Source: an optimization exercise on an open RTL-to-GDS flow (aim: small area). Production flows keep margins and buffers that such runs may drop. Function was checked by simulation only, so behaviour that the tests miss may differ from the original. Power is estimated from default activity; no workload was simulated.

== v15 ==
Design exec_controller, start of the top module:
module exec_controller #(
    parameter int OPCODE_WIDTH = 15,
    parameter int PC_WIDTH     = 9,
    parameter int STACK_WIDTH  = 255,
    parameter int STACK_DEPTH  = 127
) (
    input  logic                   clk,
    input  logic                   rst,
    input  logic                   run,
    input  logic [OPCODE_WIDTH:0]  rom_data,
    input  logic [STACK_WIDTH:0]   top0,
    input  logic [STACK_WIDTH:0]   top1,
    output logic                   pc_load_sig,
    output logic                   pc_inc_sig,
    output logic [PC_WIDTH:0]      pc_load_val,
    output logic                   stack_push_sig,
    output logic [STACK_WIDTH:0]   stack_push_data,
    output logic [2:0]             stack_pop_sig,
    output logic [7:0]             depth,
    output logic                   halted,
    output logic                   fault
);
    logic [2:0] state_q;
    logic [7:0] depth_q;
    wire [3:0] op = rom_data[15:12];
    wire st_exec  = state_q[1] & ~state_q[2];
    wire st_idle  = ~(state_q[0] | state_q[1] | state_q[2]);
    wire st_fetch = state_q[0];
    wire op_lo    = ~op[3];                           
    wire o_nop    = op == 4'h0;
    wire o_pushi  = op == 4'h1;
    wire o_pop    = op == 4'h2;
    wire o_dup    = op == 4'h3;
    wire o_arith  = op_lo & op[2] & ~op[1];           
    wire o_jmp    = op == 4'h6;
    wire o_jz     = op == 4'h7;
  ...
Size: about 1700 cells after synthesis, about 11 flip-flops.
==> flow/config.mk <==
export PLATFORM = sky130hd
export DESIGN_NAME = exec_controller
export DESIGN_NICKNAME = exec_controller
export VERILOG_FILES = /design/flow/design.v
export SDC_FILE = /design/flow/constraint.sdc
export NUM_CORES = 4
export LEC_CHECK = 0
export CAP_MARGIN = 0
export CORE_MARGIN = 2
export CORE_UTILIZATION = 25
export CTS_BUF_LIST = sky130_fd_sc_hd__clkbuf_2 sky130_fd_sc_hd__clkbuf_4
export SETUP_SLACK_MARGIN = 0
export SLEW_MARGIN = 0
==> flow/constraint.sdc <==
create_clock -name core_clock -period 14.0 [get_ports {clk}]
set_input_delay 2.8000 -clock core_clock [delete_from_list [all_inputs] [get_ports {clk}]]
set_output_delay 2.8000 -clock core_clock [all_outputs]
set_load 0.01 [all_outputs]
standard.sh (not shown) runs the stock make flow with config.mk's settings and CLKGATE_MAP_FILE= SYNTH_SCRIPT=/design/flow/synth_recipe.tcl, a recipe that flattens the netlist after the stock synthesis.
==> flow/flow/run.sh <==
#!/bin/bash
# Standard ORFS layout, with two changes: Yosys's synth runs without its early generic ABC
# pass (SYNTH_ARGS=-noabc; the full ABC mapping after adder extraction still runs), and the
# port buffers are the smallest plain buffer (buf_1) instead of the delay cell buffer_ports
# picks by default.
set -euo pipefail
bash standard.sh \
  SYNTH_ARGS=-noabc \
  BUFFER_PORTS_ARGS="-buffer_cell sky130_fd_sc_hd__buf_1" \
  finish > standard.log 2>&1
v15 finished end to end and its layout was clean on timing, DRC and antenna.
Input changes introduced in v12 (baseline for comparison: v15):
# v15
export LEC_CHECK = 0
export CAP_MARGIN = 0
export CORE_MARGIN = 2
export CORE_UTILIZATION = 25
export CTS_BUF_LIST = sky130_fd_sc_hd__clkbuf_2 sky130_fd_sc_hd__clkbuf_4
export SETUP_SLACK_MARGIN = 0
export SLEW_MARGIN = 0
create_clock -name core_clock -period 14.0 [get_ports {clk}]
# v12
export LEC_CHECK = 0
export CAP_MARGIN = 10
export CORE_MARGIN = 2
export CORE_UTILIZATION = 30
export CTS_BUF_LIST = sky130_fd_sc_hd__clkbuf_2 sky130_fd_sc_hd__clkbuf_4
export SETUP_SLACK_MARGIN = 0
export SLEW_MARGIN = 10
create_clock -name core_clock -period 14.0 [get_ports {clk}]
Findings:
No final results exist for v12, since it was stopped by error PPL-0024 during I/O pin placement. Looking at v12 and v15, the cell area after technology mapping is a wash. Going from v15 to v12, average cell area after synthesis neither gained nor lost much, vertical die dimension lost 8.6%. Compared with v15, v12 shows row count lower by about 8%. Compared with v15, in v12 width of the die has decreased, adder and majority cell fraction of the synthesized area comparable, starting utilization of the core area went up by 4.9 points.
The inputs of v26 differ from those of v12 as listed below.
# v12
export LEC_CHECK = 0
export CAP_MARGIN = 10
export CORE_MARGIN = 2
export CORE_UTILIZATION = 30
export CTS_BUF_LIST = sky130_fd_sc_hd__clkbuf_2 sky130_fd_sc_hd__clkbuf_4
export SETUP_SLACK_MARGIN = 0
export SLEW_MARGIN = 10
create_clock -name core_clock -period 14.0 [get_ports {clk}]
# v26
export LEC_CHECK = 0
export CAP_MARGIN = 10
export CORE_MARGIN = 2
export CORE_UTILIZATION = 35
export CTS_BUF_LIST = sky130_fd_sc_hd__clkbuf_2 sky130_fd_sc_hd__clkbuf_4
export SETUP_SLACK_MARGIN = 0
export SLEW_MARGIN = 10
create_clock -name core_clock -period 14.0 [get_ports {clk}]
Between v12 and v26, the share of the synthesized area in compound gates (AO/OA/AOI/OAI) figures differ only marginally. Diff v26..v12 | post-synthesis cell count | unchanged. Flow for v26 halted at I/O pin placement, error code PPL-0024. Die span in y | v26 below v12.
--- input diff v26..v10 ---
# v26
export LEC_CHECK = 0
export CAP_MARGIN = 10
export CORE_MARGIN = 2
export CORE_UTILIZATION = 35
export CTS_BUF_LIST = sky130_fd_sc_hd__clkbuf_2 sky130_fd_sc_hd__clkbuf_4
export SETUP_SLACK_MARGIN = 0
export SLEW_MARGIN = 10
create_clock -name core_clock -period 14.0 [get_ports {clk}]
# v10
export LEC_CHECK = 0
export CAP_MARGIN = 10
export CORE_MARGIN = 2
export CORE_UTILIZATION = 25
export CTS_BUF_LIST = sky130_fd_sc_hd__clkbuf_2 sky130_fd_sc_hd__clkbuf_4
export PLACE_DENSITY = 0.45
export SETUP_SLACK_MARGIN = 0
export SLEW_MARGIN = 10
create_clock -name core_clock -period 14.0 [get_ports {clk}]
## What came out
- Changes observed in v10 relative to v26: share of flip-flops with an asynchronous set or reset after synthesis comparable, area fraction in and, or, nand and nor cells after synthesis ~0 delta, die boundary height picked up an extra 18%, synthesized cell count essentially unchanged.
- From v26 to v10, number of distinct standard cells referenced by the synthesized netlist did not move at all.
- What v10 reported for number of placement rows has to be multiplied by 0.849 to get the figure for v26.
- v10 vs v26 — starting utilization of the core area dropped 10 points.
- Horizontal extent of the die (v10 / v26): 1.18
- Mean instance size in the synthesized netlist essentially unchanged between v26 and v10.
- Reported for v26 and v10, share of the synthesized area in compound gates (AO/OA/AOI/OAI) turned out identical to the last digit.
- Area after synthesis: v10 vs v26 identical
- The remaining runs in v26 and v10 completed every stage, whereas v26 halted early.
- Run status, v26: aborted in I/O pin placement, error PPL-0024

========
exec_controller, a different RTL version from the one above (not shown whole).
Size: ~1700 cells after synthesis, roughly 810 I/O pins, about 14000 um^2 of cells after synthesis.
==> flow/design.v (excerpt) <==
module exec_controller #(
    parameter int OPCODE_WIDTH = 15,
    parameter int PC_WIDTH     = 9,
    parameter int STACK_WIDTH  = 255,
    parameter int STACK_DEPTH  = 127
) (
    input  logic                   clk,
    input  logic                   rst,
    input  logic                   run,
    input  logic [OPCODE_WIDTH:0]  rom_data,
    input  logic [STACK_WIDTH:0]   top0,
    input  logic [STACK_WIDTH:0]   top1,
    output logic                   pc_load_sig,
    output logic                   pc_inc_sig,
    output logic [PC_WIDTH:0]      pc_load_val,
    output logic                   stack_push_sig,
    output logic [STACK_WIDTH:0]   stack_push_data,
    output logic [2:0]             stack_pop_sig,
    output logic [7:0]             depth,
    output logic                   halted,
    output logic                   fault
);
    logic [2:0] state_q;
    logic [7:0] depth_q;
    wire [3:0] op = rom_data[15:12];
    wire st_exec  = state_q[1] & ~state_q[2];
    wire st_idle  = ~(state_q[0] | state_q[1] | state_q[2]);
    wire st_fetch = state_q[0];
    wire op_lo    = ~op[3];                           
    wire o_nop    = op == 4'h0;
    wire o_pushi  = op == 4'h1;
    wire o_pop    = op == 4'h2;
    wire o_dup    = op == 4'h3;
    wire o_arith  = op_lo & op[2] & ~op[1];           
    wire o_jmp    = op == 4'h6;
    wire o_jz     = op == 4'h7;
    wire o_halt   = op == 4'hF;
    wire o_push   = o_pushi | o_dup | o_arith;
    wire o_pop1   = o_pop | o_jz;
    wire d_zero   = depth_q == 8'd0;
    wire d_one    = depth_q == 8'd1;
    wire d_full   = depth_q[7];
    wire illegal  = op[3] & ~(op[2] & op[1] & op[0]);
    wire underflow = (d_zero & (o_pop1 | o_dup | o_arith)) | (d_one & o_arith);
    wire overflow  = d_full & (o_pushi | o_dup);
    wire trap      = illegal | underflow | overflow;
    wire ok        = st_exec & ~trap;
    wire bx = op[2] & (op[1] | ~op[0]);    
    wire by = op[2] & op[0];               
    wire ci = op[2] & op[0] & ~op[1];      
    wire [255:0] a = top0;
    wire [255:0] b = (top1 & {256{bx}}) | (~top1 & {256{by}});
  ...
Settings: LEC_CHECK=0, CAP_MARGIN=0, CORE_MARGIN=2, CORE_UTILIZATION=25, CTS_BUF_LIST=sky130_fd_sc_hd__clkbuf_2 sky130_fd_sc_hd__clkbuf_4, SETUP_SLACK_MARGIN=0, SLEW_MARGIN=0; clock period 14.0 ns.
==> flow/flow/run.sh <==
#!/bin/bash
# Standard ORFS layout, with two changes: the port buffers are the smallest plain buffer
# (buf_1) instead of the delay cell buffer_ports picks by default, and after global routing
# non-critical gates are sized down (power/area recovery).
set -euo pipefail
bash standard.sh \
  BUFFER_PORTS_ARGS="-buffer_cell sky130_fd_sc_hd__buf_1" \
  RECOVER_POWER=100 \
  finish > standard.log 2>&1
Edit:
GPL_TIMING_DRIVEN = 1   (was default)
What happened:
- The changed run finished with timing, DRC and antenna clean
- synthesized area does not change
- wire length does not change
- first-iteration DRC count is unchanged
- final area stays the same
- core utilization stays the same
- synthesized cell count does not change
- global-route usage is unchanged
- hold slack is unchanged
Edit:
==> flow/flow/run.sh (replaced) <==
#!/bin/bash
# Standard ORFS layout, with three changes: Yosys's synth runs without its early generic ABC
# pass (SYNTH_ARGS=-noabc; the full ABC mapping after adder extraction still runs), the port
# buffers are the smallest plain buffer (buf_1) instead of the delay cell buffer_ports picks by
# default, and after global routing non-critical gates are sized down (power/area recovery).
set -euo pipefail
bash standard.sh \
  SYNTH_ARGS=-noabc \
  BUFFER_PORTS_ARGS="-buffer_cell sky130_fd_sc_hd__buf_1" \
  RECOVER_POWER=100 \
  finish > standard.log 2>&1
GPL_TIMING_DRIVEN = default   (was 1)
Result: The new run reached the layout checks and failed them: capacitance limit, slew limit; synthesized cell count is lower by 2.2%; non-clock buffer count came out lower by 18; synthesized area fell by 2.0%; flip-flop and latch count does not change; wire length came out lower by 1.2%; utilization shrinks by 0.18 points; first-iteration DRC count fell by 13%; sequential share of layout area hardly moves; power goes up by 6.5%; cell count falls by 2.6%.
Edit:
==> flow/run.sh (new file) <==
#!/bin/bash
# synth_recipe.tcl (not shown) runs the flow's synth.tcl, then flattens the netlist and writes it again
# the make line also repeats each setting of config.mk as NAME=value (left out here)
make -C /OpenROAD-flow-scripts/flow DESIGN_CONFIG=/design/flow/config.mk WORK_HOME=/design/flow/orfs CLKGATE_MAP_FILE= SYNTH_SCRIPT=/design/flow/synth_recipe.tcl finish
CAP_MARGIN = 20   (was 0)
CTS_BUF_LIST = default   (was sky130_fd_sc_hd__clkbuf_2 sky130_fd_sc_hd__clkbuf_4)
SETUP_SLACK_MARGIN = 0.3   (was 0)
SLEW_MARGIN = 20   (was 0)
removed: flow/flow/run.sh
removed: flow/standard.sh
- Now the flow ran to the end with no violations
- global-route usage goes up by 4.2 points
- cell area increases by well over a third
- clock power grows by well over a third
- synthesized cell count increases by a few percent
- worst hold slack loses 0.011 ns
- setup slack gets better by 0.18 ns
- combinational power rose by about a fifth
- clock skew went down by 0.0091 ns

========
RTL: one of the versions met above, not the one the previous note started from.
Size in the first run: about 1800 cells after synthesis, about 11 flip-flops, about 810 I/O pins, ~0.015 sq mm of cells after synthesis.
Settings: LEC_CHECK=0, CAP_MARGIN=0, CORE_MARGIN=2, CORE_UTILIZATION=25, CTS_BUF_LIST=sky130_fd_sc_hd__clkbuf_2 sky130_fd_sc_hd__clkbuf_4, SETUP_SLACK_MARGIN=0, SLEW_MARGIN=0; clock period 14.0 ns.
==> flow/flow/run.sh <==
#!/bin/bash
# Standard ORFS layout, with two changes: the port buffers are the smallest plain buffer
# (buf_1) instead of the delay cell buffer_ports picks by default, and after global routing
# non-critical gates are sized down (power/area recovery).
set -euo pipefail
bash standard.sh \
  BUFFER_PORTS_ARGS="-buffer_cell sky130_fd_sc_hd__buf_1" \
  RECOVER_POWER=100 \
  finish > standard.log 2>&1
==> next run, changes <==
==> flow/flow/run.sh (replaced) <==
#!/bin/bash
# Standard ORFS layout, with two changes: Yosys's synth runs without its early generic ABC
# pass (SYNTH_ARGS=-noabc; the full ABC mapping after adder extraction still runs), and the
# port buffers are the smallest plain buffer (buf_1) instead of the delay cell buffer_ports
# picks by default.
set -euo pipefail
bash standard.sh \
  SYNTH_ARGS=-noabc \
  BUFFER_PORTS_ARGS="-buffer_cell sky130_fd_sc_hd__buf_1" \
  finish > standard.log 2>&1
- CAP_MARGIN: 0 -> 10
- SLEW_MARGIN: 0 -> 10
- power goes down by 5.7%
- utilization grows by 0.31 points
- die area goes down by 4.6%
- maximum frequency climbs by 2.0%
- final area drops by 3.6%
- hold slack is worse by 18 ps
==> next run, changes <==
- PLACE_DENSITY: not set -> 0.85
Result: The new run produced a clean layout; sequential power went up slightly; cell area went down slightly; sequential cell count stays the same; clock skew hardly moves; power went up by a few percent.

==> re-timing with driven ports <==
Ports are ideal in the flow. The routed layouts listed here were re-timed in OpenROAD. Step 1, drivers: a clkbuf_16 drives clk and a buf_2 each remaining input, both assumed. Step 2 adds t to the input delays and takes it off the output delays; t is the mean of the earliest and latest rising clock arrival at the registers after step 1. Input paths then give back, and output paths get back, about the clock's delay inside the block. a / b / c = ideal / step 1 / step 2; a / b = the first two.
run | t, ns | setup slack, ns | clock arrival spread, ns | slew at the worst register clock pin (ns) | worst slew at a driven data input, ns
v15 | 0.301 | 0.548 / 0.519 / 0.519 | 0.003 / 0.002 | 0.07 / 0.07 | 0.18
v10 | 0.310 | 0.507 / 0.461 / 0.461 | 0.003 / 0.002 | 0.07 / 0.07 | 0.14
the first run of note 2 | 0.294 | 0.501 / 0.479 / 0.479 | 0.012 / 0.012 | 0.08 / 0.08 | 0.27
the second run of note 2 | 0.294 | 0.501 / 0.479 / 0.479 | 0.012 / 0.012 | 0.08 / 0.08 | 0.27
the third run of note 2 | 0.295 | 0.461 / 0.415 / 0.415 | 0.010 / 0.010 | 0.08 / 0.08 | 0.28
the fourth run of note 2 | 0.289 | 0.637 / 0.603 / 0.603 | 0.001 / 0.001 | 0.04 / 0.04 | 0.22
the first run of note 3 | 0.293 | 0.283 / 0.253 / 0.253 | 0.002 / 0.002 | 0.06 / 0.06 | 0.20
the second run of note 3 | 0.301 | 0.548 / 0.519 / 0.519 | 0.003 / 0.002 | 0.07 / 0.07 | 0.18
the third run of note 3 | 0.304 | 0.335 / 0.303 / 0.303 | 0.003 / 0.003 | 0.07 / 0.07 | 0.19
